Background: an optimization exercise with open tools, aiming at small area, a short achievable clock period and few clock cycles per item. Do not read the settings as production practice.
RTL that was checked went through simulation tests only; none was proved equivalent to the original.
Power and IR drop assume default switching activity.

==> v27: inputs <==
## call_arbiter
module call_arbiter (
    input  wire                                  clk,
    input  wire                                  rstn,
    input  wire  [8-1:0]               call_vld_i,
    input  wire  [8*($clog2(4) + $clog2(4) + 1 + 16 + 2 * 16)-1:0]     call_req_i,
    output logic [8-1:0]               call_rdy_o,
    input  wire  [4-1:0]              child_rdy_i,
    output logic                                 call_vld_o,
    output logic [($clog2(8) + ($clog2(4) + $clog2(4) + 1 + 16 + 2 * 16))-1:0]                 call_o
);
    localparam int NP = 8;
    logic [NP*$clog2(4)-1:0]  child;
    logic [NP-1:0]              grant;
    logic                       any;
    logic [NP-1:0]              mask;
    logic [NP-1:0]              mask_next;
    logic [($clog2(8) + ($clog2(4) + $clog2(4) + 1 + 16 + 2 * 16))-1:0]       sel;
    always_comb begin
        for (int p = 0; p < NP; p++) begin
            child[p*$clog2(4) +: $clog2(4)] =
  ...
==> module rr_picker, before the edit <==
module rr_picker (
    input  wire  [8-1:0]               call_vld_i,
    input  wire  [8*$clog2(4)-1:0]   child_i,
    input  wire  [4-1:0]              child_rdy_i,
    input  wire  [8-1:0]               mask_i,
    output logic                                 any_o,
    output logic [8-1:0]               grant_o
);
    localparam int NP = 8;
    logic [NP-1:0] elig;
    logic [NP-1:0] kill;
    logic [4-1:0] dec [NP];
    always_comb begin
        for (int p = 0; p < NP; p++) begin
            for (int c = 0; c < 4; c++) begin
                dec[p][c] = call_vld_i[p] & (child_i[p*$clog2(4) +: $clog2(4)] == $clog2(4)'(c));
            end
            elig[p] = (dec[p] & child_rdy_i) != '0;
        end
    end
    always_comb begin
        for (int p = 0; p < NP; p++) begin
            kill[p] = 1'b0;
            for (int q = 0; q < NP; q++) begin
                if (q < p) begin
                    kill[p] = kill[p] | (elig[q] & ~(~mask_i[q] & mask_i[p]));
                end else if (q > p) begin
                    kill[p] = kill[p] | (elig[q] & mask_i[q] & ~mask_i[p]);
                end
            end
            grant_o[p] = elig[p] & ~kill[p];
        end
    end
    assign any_o = elig != '0;
endmodule
==> module call_dispatch, before the edit <==
module call_dispatch (
    input  wire  [8-1:0]               call_vld_i,
    input  wire  [8*$clog2(4)-1:0]   child_i,
    input  wire  [4-1:0]              child_rdy_i,
    input  wire  [8-1:0]               mask_i,
    output logic                                 any_o,
    output logic [8-1:0]               grant_o
);
    localparam int NP = 8;
    logic [NP-1:0] elig;
    logic [NP-1:0] kill;
    logic [4-1:0] dec [NP];
    always_comb begin
        for (int p = 0; p < NP; p++) begin
            for (int c = 0; c < 4; c++) begin
                dec[p][c] = call_vld_i[p] & (child_i[p*$clog2(4) +: $clog2(4)] == $clog2(4)'(c));
            end
            elig[p] = (dec[p] & child_rdy_i) != '0;
        end
    end
    always_comb begin
        for (int p = 0; p < NP; p++) begin
            kill[p] = 1'b0;
            for (int q = 0; q < NP; q++) begin
                if (q < p) begin
                    kill[p] = kill[p] | (elig[q] & ~(~mask_i[q] & mask_i[p]));
                end else if (q > p) begin
                    kill[p] = kill[p] | (elig[q] & mask_i[q] & ~mask_i[p]);
                end
            end
            grant_o[p] = elig[p] & ~kill[p];
        end
    end
    assign any_o = elig != '0;
endmodule
==> module call_arbiter, before the edit <==
module call_arbiter (
    input  wire                                  clk,
    input  wire                                  rstn,
    input  wire  [8-1:0]               call_vld_i,
    input  wire  [8*($clog2(4) + $clog2(4) + 1 + 16 + 2 * 16)-1:0]     call_req_i,
    output logic [8-1:0]               call_rdy_o,
    input  wire  [4-1:0]              child_rdy_i,
    output logic                                 call_vld_o,
    output logic [($clog2(8) + ($clog2(4) + $clog2(4) + 1 + 16 + 2 * 16))-1:0]                 call_o
);
    localparam int NP = 8;
    logic [NP*$clog2(4)-1:0]  child;
    logic [NP-1:0]              grant;
    logic                       any;
    logic [NP-1:0]              mask;
    logic [NP-1:0]              mask_next;
    logic [($clog2(8) + ($clog2(4) + $clog2(4) + 1 + 16 + 2 * 16))-1:0]       sel;
    always_comb begin
        for (int p = 0; p < NP; p++) begin
            child[p*$clog2(4) +: $clog2(4)] =
                call_req_i[p*($clog2(4) + $clog2(4) + 1 + 16 + 2 * 16) + (($clog2(4) + $clog2(4) + 1 + 16 + 2 * 16) - $clog2(4)) +: $clog2(4)];
        end
    end
    rr_picker i_pick_rdy (
        .call_vld_i (call_vld_i),
        .child_i    (child),
        .child_rdy_i(child_rdy_i),
        .mask_i     (mask),
        .any_o      (),
        .grant_o    (call_rdy_o)
    );
    call_dispatch i_pick (
        .call_vld_i (call_vld_i),
        .child_i    (child),
        .child_rdy_i(child_rdy_i),
        .mask_i     (mask),
        .any_o      (any),
        .grant_o    (grant)
    );
    always_comb begin
        sel = '0;
        for (int p = 0; p < NP; p++) begin
            sel = sel | ({($clog2(8) + ($clog2(4) + $clog2(4) + 1 + 16 + 2 * 16)){grant[p]}} &
                         {$clog2(8)'(p), call_req_i[p*($clog2(4) + $clog2(4) + 1 + 16 + 2 * 16) +: ($clog2(4) + $clog2(4) + 1 + 16 + 2 * 16)]});
        end
    end
    always_comb begin
        for (int q = 0; q < NP; q++) begin
            mask_next[q] = 1'b0;
            for (int p = 0; p < q; p++) begin
                mask_next[q] = mask_next[q] | grant[p];
            end
        end
    end
    always_ff @(posedge clk or negedge rstn) begin
        if (!rstn) begin
            call_vld_o <= 1'b0;
            mask       <= '0;
        end else begin
            call_vld_o <= any;
            if (any) begin
                mask <= mask_next;
            end
        end
    end
    always_ff @(posedge clk) begin
        call_o <= sel;
    end
endmodule
clock: 4.0 ns
lec_check: 0
cap_margin: 20
core_area: 2.5 2.5 177.5 177.5
die_area: 0 0 180 180
setup_slack_margin: 1.3
slew_margin: 20
synth_hierarchical: 1
tns_end_percent: 0
standard.sh (not shown) runs the stock make flow with config.mk's settings and CLKGATE_MAP_FILE= SYNTH_SCRIPT=/design/flow/synth_recipe.tcl, a recipe that flattens the netlist after the stock synthesis.
==> flow/flow/run.sh <==
#!/bin/bash
# The standard layout (standard.sh), with two changes:
# - synthesis maps the rr_picker module (the pick behind call_rdy_o) with a
#   delay-oriented ABC script, see my_synth.tcl; all else as standard
# - port buffers are plain buf_1 cells instead of the delay cells that
#   buffer_ports picks by default
set -euo pipefail
export BUFFER_PORTS_ARGS="-buffer_cell sky130_fd_sc_hd__buf_1"
sed "s#SYNTH_SCRIPT=[^ ]*#SYNTH_SCRIPT=$PWD/flow/my_synth.tcl#" standard.sh > own_standard.sh
grep -q "SYNTH_SCRIPT=$PWD/flow/my_synth.tcl" own_standard.sh
bash own_standard.sh > flow_make.log 2>&1
==> flow/flow/fast.script <==
strash
dch
map -p
buffer -c
topo
stime -c
upsize -c
dnsize -c
==> flow/flow/my_synth.tcl <==
# The standard synthesis (synth_recipe.tcl, sourced unchanged), except that
# ABC first maps the round-robin pick module with a delay-oriented script;
# the second call then maps the rest as the standard synthesis does
set own_dir [file dirname [file normalize [info script]]]
set fast_script [file join $own_dir fast.script]
proc abc {args} {
  set i [lsearch -exact $args -script]
  set fast_args [lreplace $args [expr {$i + 1}] [expr {$i + 1}] $::fast_script]
  yosys abc {*}$fast_args rr_picker
  yosys abc {*}$args
}
source [file join [file dirname $own_dir] synth_recipe.tcl]
==> v16 (differences from v27) <==
==> flow/design.v (replaced) <==
`timescale 1ns/100ps
`default_nettype none
module call_arbiter (
    input  wire                                  clk,
    input  wire                                  rstn,
    input  wire  [8-1:0]               call_vld_i,
    input  wire  [8*($clog2(4) + $clog2(4) + 1 + 16 + 2 * 16)-1:0]     call_req_i,
    output logic [8-1:0]               call_rdy_o,
    input  wire  [4-1:0]              child_rdy_i,
    output logic                                 call_vld_o,
    output logic [($clog2(8) + ($clog2(4) + $clog2(4) + 1 + 16 + 2 * 16))-1:0]                 call_o
);
    localparam int NP = 8;
    logic [NP-1:0]          elig;
    logic [NP-1:0]          grant;
    logic [NP-1:0]          mask;
    logic [NP-1:0]          hi;
    logic [($clog2(8) + ($clog2(4) + $clog2(4) + 1 + 16 + 2 * 16))-1:0]   sel;
    always_comb begin
        for (int p = 0; p < NP; p++) begin
            elig[p] = call_vld_i[p] &
                      child_rdy_i[call_req_i[p*($clog2(4) + $clog2(4) + 1 + 16 + 2 * 16) + (($clog2(4) + $clog2(4) + 1 + 16 + 2 * 16) - $clog2(4)) +: $clog2(4)]];
        end
    end
    always_comb begin
        hi    = elig & mask;
        grant = '0;
        if (hi != '0) begin
            grant = hi & (~hi + 1'b1);
        end else begin
            grant = elig & (~elig + 1'b1);
        end
    end
    assign call_rdy_o = grant;
    always_comb begin
        sel = '0;
        for (int p = 0; p < NP; p++) begin
            sel = sel | ({($clog2(8) + ($clog2(4) + $clog2(4) + 1 + 16 + 2 * 16)){grant[p]}} &
                         {$clog2(8)'(p), call_req_i[p*($clog2(4) + $clog2(4) + 1 + 16 + 2 * 16) +: ($clog2(4) + $clog2(4) + 1 + 16 + 2 * 16)]});
        end
    end
    always_ff @(posedge clk or negedge rstn) begin
        if (!rstn) begin
            call_vld_o <= 1'b0;
            mask       <= '1;
        end else begin
            call_vld_o <= elig != '0;
            if (elig != '0) begin
                mask <= ~((grant << 1) - 1'b1);
            end
        end
    end
    always_ff @(posedge clk) begin
        call_o <= sel;
    end
endmodule
`default_nettype wire
==> flow/run.sh (new file) <==
#!/bin/bash
# synth_recipe.tcl (not shown) runs the flow's synth.tcl, then flattens the netlist and writes it again
# the make line also repeats each setting of config.mk as NAME=value (left out here)
make -C /OpenROAD-flow-scripts/flow DESIGN_CONFIG=/design/flow/config.mk WORK_HOME=/design/flow/orfs CLKGATE_MAP_FILE= SYNTH_SCRIPT=/design/flow/synth_recipe.tcl finish
Settings changed: CORE_AREA 2.5 2.5 177.5 177.5 to default, CORE_MARGIN from default to 2, CORE_UTILIZATION from default to 40, DIE_AREA 0 0 180 180 to default, SETUP_SLACK_MARGIN 1.3 to default, SYNTH_HIERARCHICAL 1 to default, TNS_END_PERCENT 0 to default.
removed: flow/flow/run.sh
removed: flow/flow/fast.script
removed: flow/flow/my_synth.tcl
removed: flow/standard.sh
==> v26 (differences from v27) <==
--- a/flow/design.v
+++ b/flow/design.v
@@ -13,2 +13,4 @@
     logic [NP-1:0] kill;
+    logic [NP-1:0] mask;
+    assign mask = {mask_i[NP-1:1], 1'b0};
     logic [4-1:0] dec [NP];
@@ -27,43 +29,5 @@
                 if (q < p) begin
-                    kill[p] = kill[p] | (elig[q] & ~(~mask_i[q] & mask_i[p]));
+                    kill[p] = kill[p] | (elig[q] & ~(~mask[q] & mask[p]));
                 end else if (q > p) begin
-                    kill[p] = kill[p] | (elig[q] & mask_i[q] & ~mask_i[p]);
-                end
-            end
-            grant_o[p] = elig[p] & ~kill[p];
-        end
-    end
-    assign any_o = elig != '0;
-endmodule
-`default_nettype wire
-`timescale 1ns/100ps
-`default_nettype none
-module call_dispatch (
-    input  wire  [8-1:0]               call_vld_i,
-    input  wire  [8*$clog2(4)-1:0]   child_i,
-    input  wire  [4-1:0]              child_rdy_i,
-    input  wire  [8-1:0]               mask_i,
-    output logic                                 any_o,
-    output logic [8-1:0]               grant_o
-);
-    localparam int NP = 8;
-    logic [NP-1:0] elig;
-    logic [NP-1:0] kill;
-    logic [4-1:0] dec [NP];
-    always_comb begin
-        for (int p = 0; p < NP; p++) begin
-            for (int c = 0; c < 4; c++) begin
-                dec[p][c] = call_vld_i[p] & (child_i[p*$clog2(4) +: $clog2(4)] == $clog2(4)'(c));
-            end
-            elig[p] = (dec[p] & child_rdy_i) != '0;
-        end
-    end
-    always_comb begin
-        for (int p = 0; p < NP; p++) begin
-            kill[p] = 1'b0;
-            for (int q = 0; q < NP; q++) begin
-                if (q < p) begin
-                    kill[p] = kill[p] | (elig[q] & ~(~mask_i[q] & mask_i[p]));
-                end else if (q > p) begin
-                    kill[p] = kill[p] | (elig[q] & mask_i[q] & ~mask_i[p]);
+                    kill[p] = kill[p] | (elig[q] & mask[q] & ~mask[p]);
                 end
@@ -101,11 +65,3 @@
     end
-    rr_picker i_pick_rdy (
-        .call_vld_i (call_vld_i),
-        .child_i    (child),
-        .child_rdy_i(child_rdy_i),
-        .mask_i     (mask),
-        .any_o      (),
-        .grant_o    (call_rdy_o)
-    );
-    call_dispatch i_pick (
+    rr_picker i_pick (
         .call_vld_i (call_vld_i),
@@ -117,2 +73,3 @@
     );
+    assign call_rdy_o = grant;
     always_comb begin
==> flow/flow/run.sh (replaced) <==
#!/bin/bash
# The standard layout (standard.sh), with two changes:
# - synthesis maps the rr_picker module (the pick behind call_rdy_o and
#   call_o) with a delay-oriented ABC script, see my_synth.tcl; all else as
#   standard
# - port buffers are plain buf_1 cells instead of the delay cells that
#   buffer_ports picks by default
# - the pick's ports are placed together, see io.tcl
set -euo pipefail
export BUFFER_PORTS_ARGS="-buffer_cell sky130_fd_sc_hd__buf_1"
export IO_CONSTRAINTS="$PWD/flow/io.tcl"
sed "s#SYNTH_SCRIPT=[^ ]*#SYNTH_SCRIPT=$PWD/flow/my_synth.tcl#" standard.sh > own_standard.sh
grep -q "SYNTH_SCRIPT=$PWD/flow/my_synth.tcl" own_standard.sh
bash own_standard.sh > flow_make.log 2>&1
==> flow/flow/fast.script (replaced) <==
strash
dch
map -p
mfs2
strash
dch
map -p
buffer -c
topo
stime -c
upsize -c
dnsize -c
==> flow/flow/io.tcl (new file) <==
# keep the ports of the pick (offers, child bits, child readiness and
# call_rdy_o) together on one stretch of the bottom edge, so the path from
# them through the pick back to call_rdy_o stays short
set_io_pin_constraint -region bottom:50-120 -pin_names [list \
    {call_vld_i[0]} \
    {call_vld_i[1]} \
    {call_vld_i[2]} \
    {call_vld_i[3]} \
    {call_vld_i[4]} \
    {call_vld_i[5]} \
    {call_vld_i[6]} \
    {call_vld_i[7]} \
    {child_rdy_i[0]} \
    {child_rdy_i[1]} \
    {child_rdy_i[2]} \
    {child_rdy_i[3]} \
    {call_rdy_o[0]} \
    {call_rdy_o[1]} \
    {call_rdy_o[2]} \
    {call_rdy_o[3]} \
    {call_rdy_o[4]} \
    {call_rdy_o[5]} \
    {call_rdy_o[6]} \
    {call_rdy_o[7]} \
    {call_req_i[51]} \
    {call_req_i[52]} \
    {call_req_i[104]} \
    {call_req_i[105]} \
    {call_req_i[157]} \
    {call_req_i[158]} \
    {call_req_i[210]} \
    {call_req_i[211]} \
    {call_req_i[263]} \
    {call_req_i[264]} \
    {call_req_i[316]} \
    {call_req_i[317]} \
    {call_req_i[369]} \
    {call_req_i[370]} \
    {call_req_i[422]} \
    {call_req_i[423]} \
]
--- a/flow/flow/my_synth.tcl
+++ b/flow/flow/my_synth.tcl
@@ -1,4 +1,5 @@
 # The standard synthesis (synth_recipe.tcl, sourced unchanged), except that
-# ABC first maps the round-robin pick module with a delay-oriented script;
-# the second call then maps the rest as the standard synthesis does
+# ABC first maps the round-robin pick module (rr_picker, which drives
+# call_rdy_o and the call_o multiplexer) with a delay-oriented script; the
+# second call then maps the rest as the standard synthesis does
 set own_dir [file dirname [file normalize [info script]]]
Settings changed: CORE_AREA 2.5 2.5 177.5 177.5 to 2.5 2.5 169.5 169.5, CTS_BUF_LIST from default to sky130_fd_sc_hd__clkbuf_8, DIE_AREA 0 0 180 180 to 0 0 172 172.
==> v20 (differences from v27) <==
--- a/flow/design.v
+++ b/flow/design.v
@@ -13,2 +13,4 @@
     logic [NP-1:0] kill;
+    logic [NP-1:0] mask;
+    assign mask = {mask_i[NP-1:1], 1'b0};
     logic [4-1:0] dec [NP];
@@ -27,43 +29,5 @@
                 if (q < p) begin
-                    kill[p] = kill[p] | (elig[q] & ~(~mask_i[q] & mask_i[p]));
+                    kill[p] = kill[p] | (elig[q] & ~(~mask[q] & mask[p]));
                 end else if (q > p) begin
-                    kill[p] = kill[p] | (elig[q] & mask_i[q] & ~mask_i[p]);
-                end
-            end
-            grant_o[p] = elig[p] & ~kill[p];
-        end
-    end
-    assign any_o = elig != '0;
-endmodule
-`default_nettype wire
-`timescale 1ns/100ps
-`default_nettype none
-module call_dispatch (
-    input  wire  [8-1:0]               call_vld_i,
-    input  wire  [8*$clog2(4)-1:0]   child_i,
-    input  wire  [4-1:0]              child_rdy_i,
-    input  wire  [8-1:0]               mask_i,
-    output logic                                 any_o,
-    output logic [8-1:0]               grant_o
-);
-    localparam int NP = 8;
-    logic [NP-1:0] elig;
-    logic [NP-1:0] kill;
-    logic [4-1:0] dec [NP];
-    always_comb begin
-        for (int p = 0; p < NP; p++) begin
-            for (int c = 0; c < 4; c++) begin
-                dec[p][c] = call_vld_i[p] & (child_i[p*$clog2(4) +: $clog2(4)] == $clog2(4)'(c));
-            end
-            elig[p] = (dec[p] & child_rdy_i) != '0;
-        end
-    end
-    always_comb begin
-        for (int p = 0; p < NP; p++) begin
-            kill[p] = 1'b0;
-            for (int q = 0; q < NP; q++) begin
-                if (q < p) begin
-                    kill[p] = kill[p] | (elig[q] & ~(~mask_i[q] & mask_i[p]));
-                end else if (q > p) begin
-                    kill[p] = kill[p] | (elig[q] & mask_i[q] & ~mask_i[p]);
+                    kill[p] = kill[p] | (elig[q] & mask[q] & ~mask[p]);
                 end
@@ -101,11 +65,3 @@
     end
-    rr_picker i_pick_rdy (
-        .call_vld_i (call_vld_i),
-        .child_i    (child),
-        .child_rdy_i(child_rdy_i),
-        .mask_i     (mask),
-        .any_o      (),
-        .grant_o    (call_rdy_o)
-    );
-    call_dispatch i_pick (
+    rr_picker i_pick (
         .call_vld_i (call_vld_i),
@@ -117,2 +73,3 @@
     );
+    assign call_rdy_o = grant;
     always_comb begin
--- a/flow/flow/run.sh
+++ b/flow/flow/run.sh
@@ -2,4 +2,5 @@
 # The standard layout (standard.sh), with two changes:
-# - synthesis maps the rr_picker module (the pick behind call_rdy_o) with a
-#   delay-oriented ABC script, see my_synth.tcl; all else as standard
+# - synthesis maps the rr_picker module (the pick behind call_rdy_o and
+#   call_o) with a delay-oriented ABC script, see my_synth.tcl; all else as
+#   standard
 # - port buffers are plain buf_1 cells instead of the delay cells that
==> flow/flow/fast.script (replaced) <==
strash
dch
map -p
mfs2
strash
dch
map -p
buffer -c
topo
stime -c
upsize -c
dnsize -c
--- a/flow/flow/my_synth.tcl
+++ b/flow/flow/my_synth.tcl
@@ -1,4 +1,5 @@
 # The standard synthesis (synth_recipe.tcl, sourced unchanged), except that
-# ABC first maps the round-robin pick module with a delay-oriented script;
-# the second call then maps the rest as the standard synthesis does
+# ABC first maps the round-robin pick module (rr_picker, which drives
+# call_rdy_o and the call_o multiplexer) with a delay-oriented script; the
+# second call then maps the rest as the standard synthesis does
 set own_dir [file dirname [file normalize [info script]]]
Settings changed: CORE_AREA 2.5 2.5 177.5 177.5 to 2.5 2.5 169.5 169.5, CTS_BUF_LIST from default to sky130_fd_sc_hd__clkbuf_8, DIE_AREA 0 0 180 180 to 0 0 172 172, TNS_END_PERCENT 0 to 100.
==> summary of the runs <==
v20 passed the timing, DRC and antenna checks. v16 ended with an error in I/O pin placement (3_2_place_iop). v27 completed without violations. v26 produced a clean layout.
Cell count: v20 is lower than v27 (about 8%).
Between v16 and v26, the lower synthesized cell count is in v16 (gap 16%, measured against v26).
Combinational power, lowest first: v27, v26, v20.
The highest utilization belongs to v20, the lowest to v26.
Testbench counts of v16, summed over its fixed seeds: cycles 3,319, calls 3,072.
Testbench counts of v26, summed over its fixed seeds: cycles 3,319, calls 3,072.
Testbench counts of v20, summed over its fixed seeds: cycles 3,319, calls 3,072.
No functional check of the RTL was part of v27.

what the ideal ports hide:
In the flow no input, the clock included, has a driving cell. The finished layouts below were timed again as built, in two steps.
Step 1 assumes that a clkbuf_16 drives the clock port and a buf_2 every other input.
Step 2 times the ports against the registers' clock, not the clock port: input delays grow and output delays shrink by t, the midpoint of the rising clock arrivals with the driver on.
Three values: no drivers, after step 1, after step 2; two values: the first two.
run | shift t [ns] | setup slack, ns | worst register clock-pin slew, ns
v27 | 0.383 | 1.041 / 1.063 / 0.680 | 0.07 / 0.07
v26 | 0.386 | 1.124 / 1.095 / 0.859 | 0.09 / 0.09
v20 | 0.391 | 1.152 / 1.098 / 0.805 | 0.10 / 0.10
After both steps setup and hold are still met in every run listed. For v27, which loses most, drivers alone change the setup slack by +0.022 ns; drivers and shift together by -0.361 ns.
